Background: an optimization exercise with open tools, aiming at small area, a short achievable clock period and few clock cycles per item. Do not read the settings as production practice. In this exercise RTL edits were held to simulation tests only and were not proved equivalent to the original. Power and IR drop assume default switching activity.

Design second_pipe_top, start of the top module:
module second_pipe_top (
    input  logic                   clk,
    input  logic                   reset,
    input  logic                   in_req,
    output logic                   in_ack,
    input  logic [32-1:0]     instr,
    input  logic [32-1:0]     pc,
    input  logic [32-1:0]     rs_val,
    input  logic [32-1:0]     rt_val,
    input  logic [14-1:0]      exc_in,
    input  logic                   is_nop,
    output logic                   out_req,
    input  logic                   out_ack,
    output logic                   wr_en,
    output logic [5-1:0] wr_addr,
    output logic [32-1:0]     wr_data,
    output logic [14-1:0]      exc_out
);
    logic                   x_wr_ok;
    logic [5-1:0] x_wr_addr;
    logic [32-1:0]     x_wr_data;
    logic [14-1:0]      x_exc;
    logic                   take;
    logic                   wr_ok_q;
    alu_execute u_execute (
        .instr(instr), .pc_lo(pc[1:0]), .rs_val(rs_val), .rt_val(rt_val),
        .exc_in(exc_in), .is_nop(is_nop),
        .wr_ok(x_wr_ok), .wr_addr(x_wr_addr), .wr_data(x_wr_data), .exc(x_exc)
    );
    issue_capture u_capture (
        .clk(clk), .reset(reset), .in_req(in_req), .in_ack(in_ack),
        .out_req(out_req), .out_ack(out_ack), .take(take)
    );
    result_handshake u_result (
        .clk(clk), .reset(reset), .take(take),
        .out_req(out_req), .out_ack(out_ack)
    );
    always_ff @(posedge clk) begin
        if (!out_req) begin
            wr_ok_q <= x_wr_ok;
            wr_addr <= x_wr_addr;
            wr_data <= x_wr_data;
            exc_out <= x_exc;
        end
    end
    assign wr_en = wr_ok_q && (exc_out == '0);
endmodule
clock: 5.0 ns
lec_check: 0
cap_margin: 20
core_margin: 2
core_utilization: 40
setup_slack_margin: 1.5
slew_margin: 20
standard.sh (not shown) runs the stock make flow with config.mk's settings and CLKGATE_MAP_FILE= SYNTH_SCRIPT=/design/flow/synth_recipe.tcl, a recipe that flattens the netlist after the stock synthesis.
==> flow/flow/run.sh <==
#!/bin/bash
# The standard layout (standard.sh, ORFS make), with plain buffers on
# the ports instead of the delay cells buffer_ports picks by default.
# Each ORFS step logs to its own file under orfs/logs; make's output goes
# to make.log and the DEF export's to write_def.log.
set -euo pipefail
export BUFFER_PORTS_ARGS="-buffer_cell sky130_fd_sc_hd__buf_2"

bash standard.sh > make.log 2>&1
Testbench counts at the start, summed over its fixed seeds: cycles 19,985, items 8,000.
==> next run, changes <==
==> flow/run.sh (new file) <==
#!/bin/bash
# synth_recipe.tcl (not shown) runs the flow's synth.tcl, then flattens the netlist and writes it again
# the make line also repeats each setting of config.mk as NAME=value (left out here)
make -C /OpenROAD-flow-scripts/flow DESIGN_CONFIG=/design/flow/config.mk WORK_HOME=/design/flow/orfs CLKGATE_MAP_FILE= SYNTH_SCRIPT=/design/flow/synth_recipe.tcl finish
--- a/flow/config.mk
+++ b/flow/config.mk
@@ -11 +10,0 @@
-export SETUP_SLACK_MARGIN = 1.5
removed: flow/flow/run.sh
removed: flow/standard.sh
Outcome: The changed run finished with timing, DRC and antenna clean. First-iteration DRC count is lower by about 35%. Die area does not change. Clock-buffer cell count is lower by 1. Total power is lower by 6.4%. Via count is lower by about 2.6%. Clock skew hardly moves. Critical path depth stays the same.
==> next run, changes <==
==> flow/flow/run.sh (new file) <==
#!/bin/bash
# The standard layout (standard.sh, ORFS make), with plain buffers on
# the ports instead of the delay cells buffer_ports picks by default.
# Each ORFS step logs to its own file under orfs/logs; make's output goes
# to make.log and the DEF export's to write_def.log.
set -euo pipefail
export BUFFER_PORTS_ARGS="-buffer_cell sky130_fd_sc_hd__buf_2"
export RECOVER_POWER=100
bash standard.sh > make.log 2>&1
==> flow/standard.sh (new file) <==
#!/bin/bash
# synth_recipe.tcl (not shown) runs the flow's synth.tcl, then flattens the netlist and writes it again
# the make line also repeats each setting of config.mk as NAME=value (left out here)
make -C /OpenROAD-flow-scripts/flow DESIGN_CONFIG=/design/flow/config.mk WORK_HOME=/design/flow/orfs CLKGATE_MAP_FILE= SYNTH_SCRIPT=/design/flow/synth_recipe.tcl "${@:-finish}"
--- a/flow/config.mk
+++ b/flow/config.mk
@@ -10,0 +11 @@
+export SETUP_SLACK_MARGIN = 1.0
removed: flow/run.sh
The new run completed and failed the layout checks on capacitance limit, slew limit.
Fmax grows by 7.3%.
Non-clock buffer count shrinks by 107.
Total power shrinks by 2.1%.
Worst setup slack improved by 330 ps.
Count of clock-buffer cells in the layout stays the same.
Combinational power shrinks by about 5%.
==> next run, changes <==
--- a/flow/flow/run.sh
+++ b/flow/flow/run.sh
@@ -8 +8 @@
-export RECOVER_POWER=100
+export ADDER_MAP_FILE=
--- a/flow/config.mk
+++ b/flow/config.mk
@@ -7,0 +8 @@
+export ABC_AREA = 1
@@ -11 +12 @@
-export SETUP_SLACK_MARGIN = 1.0
+export SETUP_SLACK_MARGIN = 2.0
What happened:
- The changed run completed without violations
- register-to-register slack is better by 1400 ps
- via count rose by about 30%
- count of clock-buffer cells in the layout is unchanged
- worst hold slack gets better by 40 ps

* * *

## v19
Starting RTL as in the previous note.
export LEC_CHECK = 0
export ABC_AREA = 1
export CAP_MARGIN = 20
export CORE_MARGIN = 2
export CORE_UTILIZATION = 40
export SETUP_SLACK_MARGIN = 1.0
export SLEW_MARGIN = 20
create_clock -name core_clock -period 5.0 [get_ports {clk}]
==> flow/flow/run.sh <==
#!/bin/bash
# The standard layout (standard.sh, ORFS make), with plain buffers on
# the ports instead of the delay cells buffer_ports picks by default.
# Each ORFS step logs to its own file under orfs/logs; make's output goes
# to make.log and the DEF export's to write_def.log.
set -euo pipefail
export BUFFER_PORTS_ARGS="-buffer_cell sky130_fd_sc_hd__buf_2"

bash standard.sh > make.log 2>&1
Testbench counts of v19, summed over its fixed seeds: cycles 19,985, items 8,000.
The inputs of v24 differ from those of v19 as listed below.
- ABC_AREA: 1 -> unset
==> flow/run.sh (new file) <==
#!/bin/bash
# synth_recipe.tcl (not shown) runs the flow's synth.tcl, then flattens the netlist and writes it again
# the make line also repeats each setting of config.mk as NAME=value (left out here)
make -C /OpenROAD-flow-scripts/flow DESIGN_CONFIG=/design/flow/config.mk WORK_HOME=/design/flow/orfs CLKGATE_MAP_FILE= SYNTH_SCRIPT=/design/flow/synth_recipe.tcl finish
removed: flow/flow/run.sh
removed: flow/standard.sh
## What came out
In the floorplan summary, v24 is listed with a die area less than that of v19.
Cmp v24 vs v19: sequential share of layout area lower in v24
Summary — overall fraction of global-route tracks in use, v24 relative to v19: higher, by 2.7 points.
Compared with v19, v24 shows number of fillers in the final layout lower by 399.
Of v19 and v24, v19 shows the higher sum of buffers and inverters on the critical path, with v24 below it.
| number of cells upsized or downsized after cts | v24 vs v19 | 108 higher |
What v19 reported for power drawn by the combinational cells has to be multiplied by 1.3 to get the figure for v24.
Proportion of power drawn by combinational gates in v24 is 6.1 points above v19.
Relative to v19, the synthesized instance count measured on v24 has decreased by more than a quarter.
v24 vs v19: routed wire length up by a little under 10%
Against v19 as the reference, v24 delivers a higher internal power consumption.
Here is what was changed in the inputs of v31 compared with v24.
- setting ABC_AREA to 1 for the first time
- changing SETUP_SLACK_MARGIN from 1.0 to 1.5
==> flow/flow/run.sh (new file) <==
#!/bin/bash
# The standard layout (standard.sh, ORFS make), with plain buffers on
# the ports instead of the delay cells buffer_ports picks by default.
# Each ORFS step logs to its own file under orfs/logs; make's output goes
# to make.log and the DEF export's to write_def.log.
set -euo pipefail
export BUFFER_PORTS_ARGS="-buffer_cell sky130_fd_sc_hd__buf_2"
export ADDER_MAP_FILE=
bash standard.sh > make.log 2>&1
==> flow/standard.sh (new file) <==
#!/bin/bash
# synth_recipe.tcl (not shown) runs the flow's synth.tcl, then flattens the netlist and writes it again
# the make line also repeats each setting of config.mk as NAME=value (left out here)
make -C /OpenROAD-flow-scripts/flow DESIGN_CONFIG=/design/flow/config.mk WORK_HOME=/design/flow/orfs CLKGATE_MAP_FILE= SYNTH_SCRIPT=/design/flow/synth_recipe.tcl "${@:-finish}"
removed: flow/run.sh
Between v31 and v24, it is v31 whose pin slew with the least headroom to its limit is higher, by 71 ps. Taking v24 as the reference, in v31 aggregate routed wire length shows an increase of about 0.7%, clock latency at the later pin of the worst-skew pair has remained practically unchanged. Measured against each other, v31 and v24 differ in routed length on met3, the higher figure coming from v31. Lower tap cell count among v31 and v24: v24. v31 against v24: core utilization dropped 12 points, clock group share of total power went up. Between v24 and v31, the flow reports largest vdd supply drop decreasing by more than a quarter.
Input changes introduced in v58 (baseline for comparison: v31):
- a change of SETUP_SLACK_MARGIN from 1.5 to 2.0
- a deleted ABC_AREA that had been 1
==> flow/run.sh (new file) <==
#!/bin/bash
# synth_recipe.tcl (not shown) runs the flow's synth.tcl, then flattens the netlist and writes it again
# the make line also repeats each setting of config.mk as NAME=value (left out here)
make -C /OpenROAD-flow-scripts/flow DESIGN_CONFIG=/design/flow/config.mk WORK_HOME=/design/flow/orfs CLKGATE_MAP_FILE= SYNTH_SCRIPT=/design/flow/synth_recipe.tcl finish
removed: flow/flow/run.sh
removed: flow/standard.sh
v58 reports a higher area overhead of the layout relative to synthesis than v31 does.
Of v58 and v31, v58 shows the higher post-synthesis share of cell area spent on full adders, half adders and majority gates, with v31 below it.
Compared with v31, non-clock buffer count in v58 increased by more than half.
Reported for v58 and v31, count of flip-flops with a built-in enable after synthesis turned out identical to the last digit.
Changes observed in v58 relative to v31: routed wire length went down about 5.4%, combinational share of power went up 8.2 points, synthesized cell count went down 583, worst setup slack went down 810 ps.
Die: v58 smaller than v31
Input changes introduced in v9 (baseline for comparison: v58):
- an added ABC_AREA of 1
- a change of SETUP_SLACK_MARGIN from 2.0 to 1.5
==> flow/flow/run.sh (new file) <==
#!/bin/bash
# The standard layout (standard.sh, ORFS make), with plain buffers on
# the ports instead of the delay cells buffer_ports picks by default.
# Each ORFS step logs to its own file under orfs/logs; make's output goes
# to make.log and the DEF export's to write_def.log.
set -euo pipefail
export BUFFER_PORTS_ARGS="-buffer_cell sky130_fd_sc_hd__buf_2"

bash standard.sh > make.log 2>&1
==> flow/standard.sh (new file) <==
#!/bin/bash
# synth_recipe.tcl (not shown) runs the flow's synth.tcl, then flattens the netlist and writes it again
# the make line also repeats each setting of config.mk as NAME=value (left out here)
make -C /OpenROAD-flow-scripts/flow DESIGN_CONFIG=/design/flow/config.mk WORK_HOME=/design/flow/orfs CLKGATE_MAP_FILE= SYNTH_SCRIPT=/design/flow/synth_recipe.tcl "${@:-finish}"
removed: flow/run.sh
==> results.txt <==
Taking v58 as the reference, in v9 part of the total power dissipated in sequential elements rose 1.7 points, sequential share of layout area rose 0.92 points. Basic-gate share of the synthesized area counting and, or, nand and nor cells up 18 points in v9 wrt v58. The slowest library cell on the worst path comes out sky130_fd_sc_hd__or2_1 in one run and sky130_fd_sc_hd__or4_4 in the other, namely in v9 and v58 respectively. Re sequential cell count: no difference whatsoever between v58 and v9.

## re-timing with driven ports
The results above use ideal ports. As a check the final layouts listed here were re-extracted and re-timed, cells and wires unchanged.
Step 1 (the two cells are an assumption about what drives the block):
set clk [get_ports {clk}]
set_driving_cell -lib_cell sky130_fd_sc_hd__clkbuf_16 $clk
set_driving_cell -lib_cell sky130_fd_sc_hd__buf_2 [delete_from_list [all_inputs] $clk]
Step 2 moves the port delays by t, midway between the first and last clock arrival at a register: inputs arrive t later, outputs are due t later. That takes back most of the time a late clock gives input paths.
a / b / c = ideal / step 1 / step 2; a / b = the first two.
run	shift t [ns]	setup slack, ns	hold slack, ns	slew at the worst register clock pin (ns)	worst slew at a driven data input, ns
the first run of note 1	0.335	0.793 / 0.787 / 0.452	0.514 / 0.514 / 0.514	0.07 / 0.07	0.06
the second run of note 1	0.328	0.093 / 0.104 / -0.224	0.541 / 0.541 / 0.541	0.07 / 0.07	0.05
the third run of note 1	0.332	0.427 / 0.400 / 0.069	0.521 / 0.521 / 0.521	0.07 / 0.07	0.06
the fourth run of note 1	0.358	1.782 / 1.670 / 1.312	0.560 / 0.560 / 0.560	0.07 / 0.07	0.18
v19	0.331	1.059 / 1.070 / 0.740	0.559 / 0.559 / 0.559	0.07 / 0.07	0.04
v24	0.335	0.940 / 0.934 / 0.599	0.515 / 0.515 / 0.515	0.07 / 0.07	0.07
v31	0.353	1.526 / 1.509 / 1.156	0.560 / 0.560 / 0.560	0.07 / 0.07	0.06
v58	0.333	0.719 / 0.710 / 0.377	0.521 / 0.521 / 0.521	0.07 / 0.07	0.06
v9	0.321	1.490 / 1.410 / 1.090	0.568 / 0.568 / 0.568	0.07 / 0.07	0.15
Met with ideal ports but missed after step 2: setup timing in the second run of note 1. For the fourth run of note 1, which loses most, drivers alone change the setup slack by -0.112 ns; drivers and shift together by -0.470 ns.
